What follows belongs to an exercise in optimizing a design on an open flow for small area, a short achievable clock period and few clock cycles; a production flow would make more cautious choices. Only simulation tests tie the RTL to the original design; equivalence was not proved. Power is estimated from default activity; no workload was simulated.

== harbor ==
Design mem_subsys, start of the top module:
module mem_subsys #(
  parameter int ICACHE_INDEX_BITS = 6
) (
  input  logic                                clk_in,
  input  logic                                reset,
  input  logic                                rdy_in,
  input  logic                                flush,
  input  logic                                fetch,
  input  logic [mem_subsys_pkg::ADDR_W-1:0]   fetch_pc,
  output logic                                instr_valid,
  output logic [mem_subsys_pkg::DATA_W-1:0]   instr,
  input  logic                                ls_read,
  input  logic                                ls_write,
  input  logic [mem_subsys_pkg::ADDR_W-1:0]   ls_addr,
  input  logic [1:0]                          ls_len,
  input  logic [mem_subsys_pkg::DATA_W-1:0]   ls_wdata,
  output logic                                ls_done,
  output logic [mem_subsys_pkg::DATA_W-1:0]   ls_rdata,
  input  logic [mem_subsys_pkg::BYTE_W-1:0]   mem_din,
  output logic [mem_subsys_pkg::BYTE_W-1:0]   mem_dout,
  output logic [mem_subsys_pkg::ADDR_W-1:0]   mem_a,
  output logic                                mem_wr,
  input  logic                                io_buffer_full
);
  logic [17:2]  a_q;
  logic [1:0]   lo_q;
  logic         wr_q;
  logic [16:2]  pc_q;
  logic [7:0]   b0_q;
  logic [31:0]  sh_q;
  logic         f_pend_q;
  logic         f0d_q;
  logic         op_f_q;
  logic         l_pend_q;
  logic         l_wr_q;
  logic [1:0]   l_len_q;
  logic         op_l_q;
  logic         spec_q;
  logic         c0_q;
  logic         ldf_q;
  logic         iv_q;
  logic         ld_q;
  logic         hit;
  logic         f3;
  logic         f_job;
  ...
Size in the first run: about 430 cells after synthesis, roughly 87 flip-flops, ~4500 sq um of cells after synthesis.
==> module mem_subsys, before the edit <==
module mem_subsys #(
  parameter int ICACHE_INDEX_BITS = 6
) (
  input  logic                                clk_in,
  input  logic                                reset,
  input  logic                                rdy_in,
  input  logic                                flush,
  input  logic                                fetch,
  input  logic [mem_subsys_pkg::ADDR_W-1:0]   fetch_pc,
  output logic                                instr_valid,
  output logic [mem_subsys_pkg::DATA_W-1:0]   instr,
  input  logic                                ls_read,
  input  logic                                ls_write,
  input  logic [mem_subsys_pkg::ADDR_W-1:0]   ls_addr,
  input  logic [1:0]                          ls_len,
  input  logic [mem_subsys_pkg::DATA_W-1:0]   ls_wdata,
  output logic                                ls_done,
  output logic [mem_subsys_pkg::DATA_W-1:0]   ls_rdata,
  input  logic [mem_subsys_pkg::BYTE_W-1:0]   mem_din,
  output logic [mem_subsys_pkg::BYTE_W-1:0]   mem_dout,
  output logic [mem_subsys_pkg::ADDR_W-1:0]   mem_a,
  output logic                                mem_wr,
  input  logic                                io_buffer_full
);
  logic [17:2]  a_q;
  logic [1:0]   lo_q;
  logic         wr_q;
  logic [16:2]  pc_q;
  logic [7:0]   b0_q;
  logic [31:0]  sh_q;
  logic         f_pend_q;
  logic         f0d_q;
  logic         op_f_q;
  logic         l_pend_q;
  logic         l_wr_q;
  logic [1:0]   l_len_q;
  logic         op_l_q;
  logic         spec_q;
  logic         c0_q;
  logic         ldf_q;
  logic         iv_q;
  logic         ld_q;
  logic         hit;
  logic         f3;
  logic         f_job;
  logic [1:0]   f_k;
  logic [1:0]   l_mask;
  logic         l_last;
  logic         l_bus;
  logic [17:2]  a_d;
  logic [1:0]   lo_d;
  logic         wr_d;
  logic         op_f_d;
  logic         op_l_d;
  logic         spec_d;
  logic         f0d_d;
  logic         ld_d;
  assign ld_d = op_l_q && l_last;
  logic [1:0]   n_mask;
  logic         n_wr;
  logic         go;
  logic         shift_en;
  assign hit = spec_q && (fetch_pc[16:2] == a_q[16:2]);
  assign f3  = op_f_q && (lo_q == 2'd3);
  always_comb begin
    if (fetch) begin
      f_job = 1'b1;
      f_k   = {1'b0, hit};
    end else if (flush) begin
      f_job = 1'b0;
      f_k   = {1'b0, f0d_q};
    end else if (op_f_q) begin
      f_job = (lo_q != 2'd3);
      f_k   = lo_q + 2'd1;
    end else begin
      f_job = f_pend_q;
      f_k   = {1'b0, f0d_q};
    end
  end
  assign l_mask = {l_len_q[1], l_len_q[1] | l_len_q[0]};
  assign l_last = l_wr_q ? ((lo_q & l_mask) == l_mask) : ((lo_q & l_mask) == 2'd0);
  assign l_bus  = ls_read || ls_write || (l_pend_q && !(op_l_q && l_last));
  assign n_mask = {ls_len[1], ls_len[1] | ls_len[0]};
  always_comb begin
    a_d    = a_q;
    lo_d   = lo_q;
    wr_d   = 1'b0;
    op_f_d = 1'b0;
    op_l_d = 1'b0;
    spec_d = 1'b0;
    f0d_d  = f_k != 2'd0;
    n_wr   = l_wr_q;
    go     = 1'b1;
    if (l_bus) begin
      if (ls_read || ls_write) begin
        a_d  = ls_addr[17:2];
        lo_d = ls_write ? ls_addr[1:0] : (ls_addr[1:0] | n_mask);
        n_wr = ls_write;
      end else if (op_l_q) begin
        lo_d = l_wr_q ? lo_q + 2'd1 : lo_q - 2'd1;
      end
      go     = !(n_wr && a_d[17] && io_buffer_full);
      op_l_d = go;
      wr_d   = n_wr && go;
    end else if (f_job && (!fetch || hit)) begin
      a_d    = fetch ? a_q : {1'b0, pc_q};
      lo_d   = f_k;
      op_f_d = 1'b1;
    end else if (f3) begin
      a_d    = {1'b0, pc_q + 15'd1};
      lo_d   = 2'd0;
      spec_d = 1'b1;
    end else begin
      spec_d = spec_q;
    end
  end
  assign shift_en = (!(l_pend_q && l_wr_q) || wr_q) && !ldf_q;
  always_ff @(posedge clk_in) begin
    if (reset) begin
      wr_q     <= 1'b0;
      f_pend_q <= 1'b0;
      op_f_q   <= 1'b0;
      l_pend_q <= 1'b0;
      op_l_q   <= 1'b0;
      spec_q   <= 1'b0;
      iv_q     <= 1'b0;
      ld_q     <= 1'b0;
    end else if (rdy_in) begin
      wr_q     <= wr_d;
      f_pend_q <= f_job;
      op_f_q   <= op_f_d;
      l_pend_q <= l_bus;
      op_l_q   <= op_l_d;
      spec_q   <= spec_d;
      iv_q     <= f3 && !flush;
      ld_q     <= ld_d;
    end
  end
  always_ff @(posedge clk_in) begin
    if (rdy_in) begin
      a_q   <= a_d;
      lo_q  <= lo_d;
      f0d_q <= f0d_d;
      ldf_q <= ls_read;
      c0_q  <= spec_q || (op_f_q && lo_q == 2'd0);
      if (fetch) pc_q <= fetch_pc[16:2];
      if (c0_q) b0_q <= mem_din;
      if (ls_read || ls_write) begin
        l_wr_q  <= ls_write;
        l_len_q <= ls_len;
      end
      if (ls_read || ls_write) sh_q <= ls_write ? ls_wdata : 32'd0;
      else if (shift_en) sh_q <= {mem_din, sh_q[31:8]};
    end
  end
  assign mem_a    = {14'd0, a_q, lo_q};
  assign mem_wr   = wr_q;
  assign mem_dout = sh_q[7:0];
  assign instr_valid = iv_q && rdy_in;
  assign instr       = {mem_din, sh_q[31:16], b0_q};
  assign ls_done  = ld_q && rdy_in;
  assign ls_rdata = {sh_q[15:8], sh_q[23:16], sh_q[31:24], mem_din};
endmodule
export LEC_CHECK = 0
export CAP_MARGIN = 20
export CORE_MARGIN = 2
export CORE_UTILIZATION = 40
export PLACE_DENSITY = 0.42
export SETUP_SLACK_MARGIN = 3.8
export SLEW_MARGIN = 20
create_clock -name core_clock -period 7.0 [get_ports {clk_in}]
standard.sh (not shown) runs the stock make flow with config.mk's settings and CLKGATE_MAP_FILE= SYNTH_SCRIPT=/design/flow/synth_recipe.tcl, a recipe that flattens the netlist after the stock synthesis.
==> flow/flow/run.sh <==
#!/bin/bash
# Standard ORFS layout with: plain buf_1 cells as the port buffers,
# resizing free to change cell footprints, a clock tree of clkbuf_8 without
# dummy loads, and after placement the rdy_in input buffer split so that
# the gates of instr_valid and ls_done have it to themselves (fix_rdy.tcl).
# Each tool's output goes to a log of its own here; ORFS keeps each step's
# log under orfs/logs/.
set -euo pipefail
ARGS=('BUFFER_PORTS_ARGS=-buffer_cell sky130_fd_sc_hd__buf_1' MATCH_CELL_FOOTPRINT=0
      'CTS_ARGS=-sink_clustering_enable -repair_clock_nets -dont_use_dummy_load -buf_list sky130_fd_sc_hd__clkbuf_8')
bash standard.sh "${ARGS[@]}" place > standard_place.log 2>&1
RES=$PWD/orfs/results/$FLOW_PLATFORM/mem_subsys/base openroad -no_init -exit flow/fix_rdy.tcl > fix_rdy.log 2>&1
bash standard.sh "${ARGS[@]}" finish > standard.log 2>&1
Other scripts of this flow, unchanged in this note and not shown: flow/flow/fix_rdy.tcl
Testbench counts of harbor, summed over its fixed seeds: cycles 127,406.
Inputs modified between harbor and xenon:
==> flow/design.v, changed modules only <==
module mem_subsys #(
  parameter int ICACHE_INDEX_BITS = 6
) (
  input  logic                                clk_in,
  input  logic                                reset,
  input  logic                                rdy_in,
  input  logic                                flush,
  input  logic                                fetch,
  input  logic [mem_subsys_pkg::ADDR_W-1:0]   fetch_pc,
  output logic                                instr_valid,
  output logic [mem_subsys_pkg::DATA_W-1:0]   instr,
  input  logic                                ls_read,
  input  logic                                ls_write,
  input  logic [mem_subsys_pkg::ADDR_W-1:0]   ls_addr,
  input  logic [1:0]                          ls_len,
  input  logic [mem_subsys_pkg::DATA_W-1:0]   ls_wdata,
  output logic                                ls_done,
  output logic [mem_subsys_pkg::DATA_W-1:0]   ls_rdata,
  input  logic [mem_subsys_pkg::BYTE_W-1:0]   mem_din,
  output logic [mem_subsys_pkg::BYTE_W-1:0]   mem_dout,
  output logic [mem_subsys_pkg::ADDR_W-1:0]   mem_a,
  output logic                                mem_wr,
  input  logic                                io_buffer_full
);
  logic [17:2]  a_q;
  logic [1:0]   lo_q;
  logic         wr_q;
  logic [16:2]  pc_q;
  logic [31:0]  sh_q;
  logic         wf_q;
  logic         f_pend_q;
  logic         f0d_q;
  logic         op_f_q;
  logic         l_pend_q;
  logic         l_wr_q;
  logic [1:0]   l_len_q;
  logic         op_l_q;
  logic         spec_q;
  logic         c0_q;
  logic         ldf_q;
  logic         iv_q;
  logic         ld_q;
  logic         hit;
  logic         f3;
  logic         f_job;
  logic [1:0]   f_k;
  logic [1:0]   l_mask;
  logic         l_last;
  logic         l_bus;
  logic [17:2]  a_d;
  logic [1:0]   lo_d;
  logic         wr_d;
  logic         op_f_d;
  logic         op_l_d;
  logic         spec_d;
  logic         f0d_d;
  logic         ld_d;
  assign ld_d = op_l_q && l_last;
  logic [1:0]   n_mask;
  logic         n_wr;
  logic         go;
  logic         shift_en;
  logic         lose_b0;
  assign hit = spec_q && (fetch_pc[16:2] == a_q[16:2]);
  assign f3  = op_f_q && (lo_q == 2'd3);
  always_comb begin
    if (fetch) begin
      f_job = 1'b1;
      f_k   = {1'b0, hit};
    end else if (flush) begin
      f_job = 1'b0;
      f_k   = {1'b0, f0d_q};
    end else if (op_f_q) begin
      f_job = (lo_q != 2'd3);
      f_k   = lo_q + 2'd1;
    end else begin
      f_job = f_pend_q;
      f_k   = {1'b0, f0d_q};
    end
  end
  assign l_mask = {l_len_q[1], l_len_q[1] | l_len_q[0]};
  assign l_last = l_wr_q ? ((lo_q & l_mask) == l_mask) : ((lo_q & l_mask) == 2'd0);
  assign l_bus  = ls_read || ls_write || (l_pend_q && !(op_l_q && l_last));
  assign n_mask = {ls_len[1], ls_len[1] | ls_len[0]};
  always_comb begin
    a_d    = a_q;
    lo_d   = lo_q;
    wr_d   = 1'b0;
    op_f_d = 1'b0;
    op_l_d = 1'b0;
    spec_d = 1'b0;
    f0d_d  = (f_k != 2'd0) && !lose_b0;
    n_wr   = l_wr_q;
    go     = 1'b1;
    if (l_bus) begin
      if (ls_read || ls_write) begin
        a_d  = ls_addr[17:2];
        lo_d = ls_write ? ls_addr[1:0] : (ls_addr[1:0] | n_mask);
        n_wr = ls_write;
      end else if (op_l_q) begin
        lo_d = l_wr_q ? lo_q + 2'd1 : lo_q - 2'd1;
      end
      go     = !(n_wr && a_d[17] && io_buffer_full);
      op_l_d = go;
      wr_d   = n_wr && go;
    end else if (f_job && (!fetch || hit)) begin
      a_d    = fetch ? a_q : {1'b0, pc_q};
      lo_d   = f_k;
      op_f_d = 1'b1;
    end else if (f3) begin
      a_d    = {1'b0, pc_q + 15'd1};
      lo_d   = 2'd0;
      spec_d = 1'b1;
    end else begin
      spec_d = spec_q;
    end
  end
  assign lose_b0 = ls_write && (c0_q || (ls_addr[17] && io_buffer_full));
  assign shift_en = (!(l_pend_q && l_wr_q) || (wr_q && !wf_q)) && !ldf_q;
  always_ff @(posedge clk_in) begin
    if (reset) begin
      wr_q     <= 1'b0;
      f_pend_q <= 1'b0;
      op_f_q   <= 1'b0;
      l_pend_q <= 1'b0;
      op_l_q   <= 1'b0;
      spec_q   <= 1'b0;
      iv_q     <= 1'b0;
      ld_q     <= 1'b0;
      wf_q     <= 1'b0;
    end else if (rdy_in) begin
      if (ls_write) wf_q <= 1'b1;
      else if (wr_q) wf_q <= 1'b0;
      wr_q     <= wr_d;
      f_pend_q <= f_job;
      op_f_q   <= op_f_d;
      l_pend_q <= l_bus;
      op_l_q   <= op_l_d;
      spec_q   <= spec_d;
      iv_q     <= f3 && !flush;
      ld_q     <= ld_d;
    end
  end
  always_ff @(posedge clk_in) begin
    if (rdy_in) begin
      a_q   <= a_d;
      lo_q  <= lo_d;
      f0d_q <= f0d_d;
      ldf_q <= ls_read;
      c0_q  <= spec_q || (op_f_q && lo_q == 2'd0);
      if (fetch) pc_q <= fetch_pc[16:2];
      if (ls_read || ls_write) begin
        l_wr_q  <= ls_write;
        l_len_q <= ls_len;
      end
      if (ls_write) sh_q[7:0] <= ls_wdata[7:0];
      else if (c0_q && !(wf_q && !wr_q)) sh_q[7:0] <= mem_din;
      if (ls_read || ls_write) sh_q[31:8] <= ls_write ? ls_wdata[31:8] : 24'd0;
      else if (shift_en) sh_q[31:8] <= {mem_din, sh_q[31:16]};
    end
  end
  assign mem_a    = {14'd0, a_q, lo_q};
  assign mem_wr   = wr_q;
  assign mem_dout = wf_q ? sh_q[7:0] : sh_q[15:8];
  assign instr_valid = iv_q && rdy_in;
  assign instr       = {mem_din, sh_q[31:16], sh_q[7:0]};
  assign ls_done  = ld_q && rdy_in;
  assign ls_rdata = {sh_q[15:8], sh_q[23:16], sh_q[31:24], mem_din};
endmodule
[summary]
Status: proportion of power drawn by the clock network parity (xenon, harbor). In xenon relative to harbor, routed length on met2 had gone up by more than 10%. Compared to harbor, the router laid down more metal wire for xenon. Delta (xenon minus harbor): die extent in x shrank by 1.2%, power density of the placed cells dropped 2.8%.
Testbench counts of xenon, summed over its fixed seeds: cycles 127,406.

## afterwards: timing with drivers on the ports
How much do the figures lean on ideal ports? The routed layouts below were timed once more, with nothing changed but the port constraints. Step 1: set_driving_cell puts a clkbuf_16 on clk_in and a buf_2 on each other input, an assumption about the parent block. Step 2 also shifts input and output timing later by t, the mid clock arrival at the registers, as if the neighbouring blocks saw the same clock. Slacks: ideal ports / drivers / drivers and shift; pairs: ideal ports / drivers.
run	t, ns	slack for setup (ns)	worst setup path at the end	cell pins on the clock port's net
harbor	0.377	3.825 / 3.804 / 3.672	input to register	1
xenon	0.376	3.828 / 3.796 / 3.576	input to register	1
After both steps setup and hold are still met in every run listed. For xenon, which loses most, drivers alone change the setup slack by -0.032 ns; drivers and shift together by -0.252 ns.
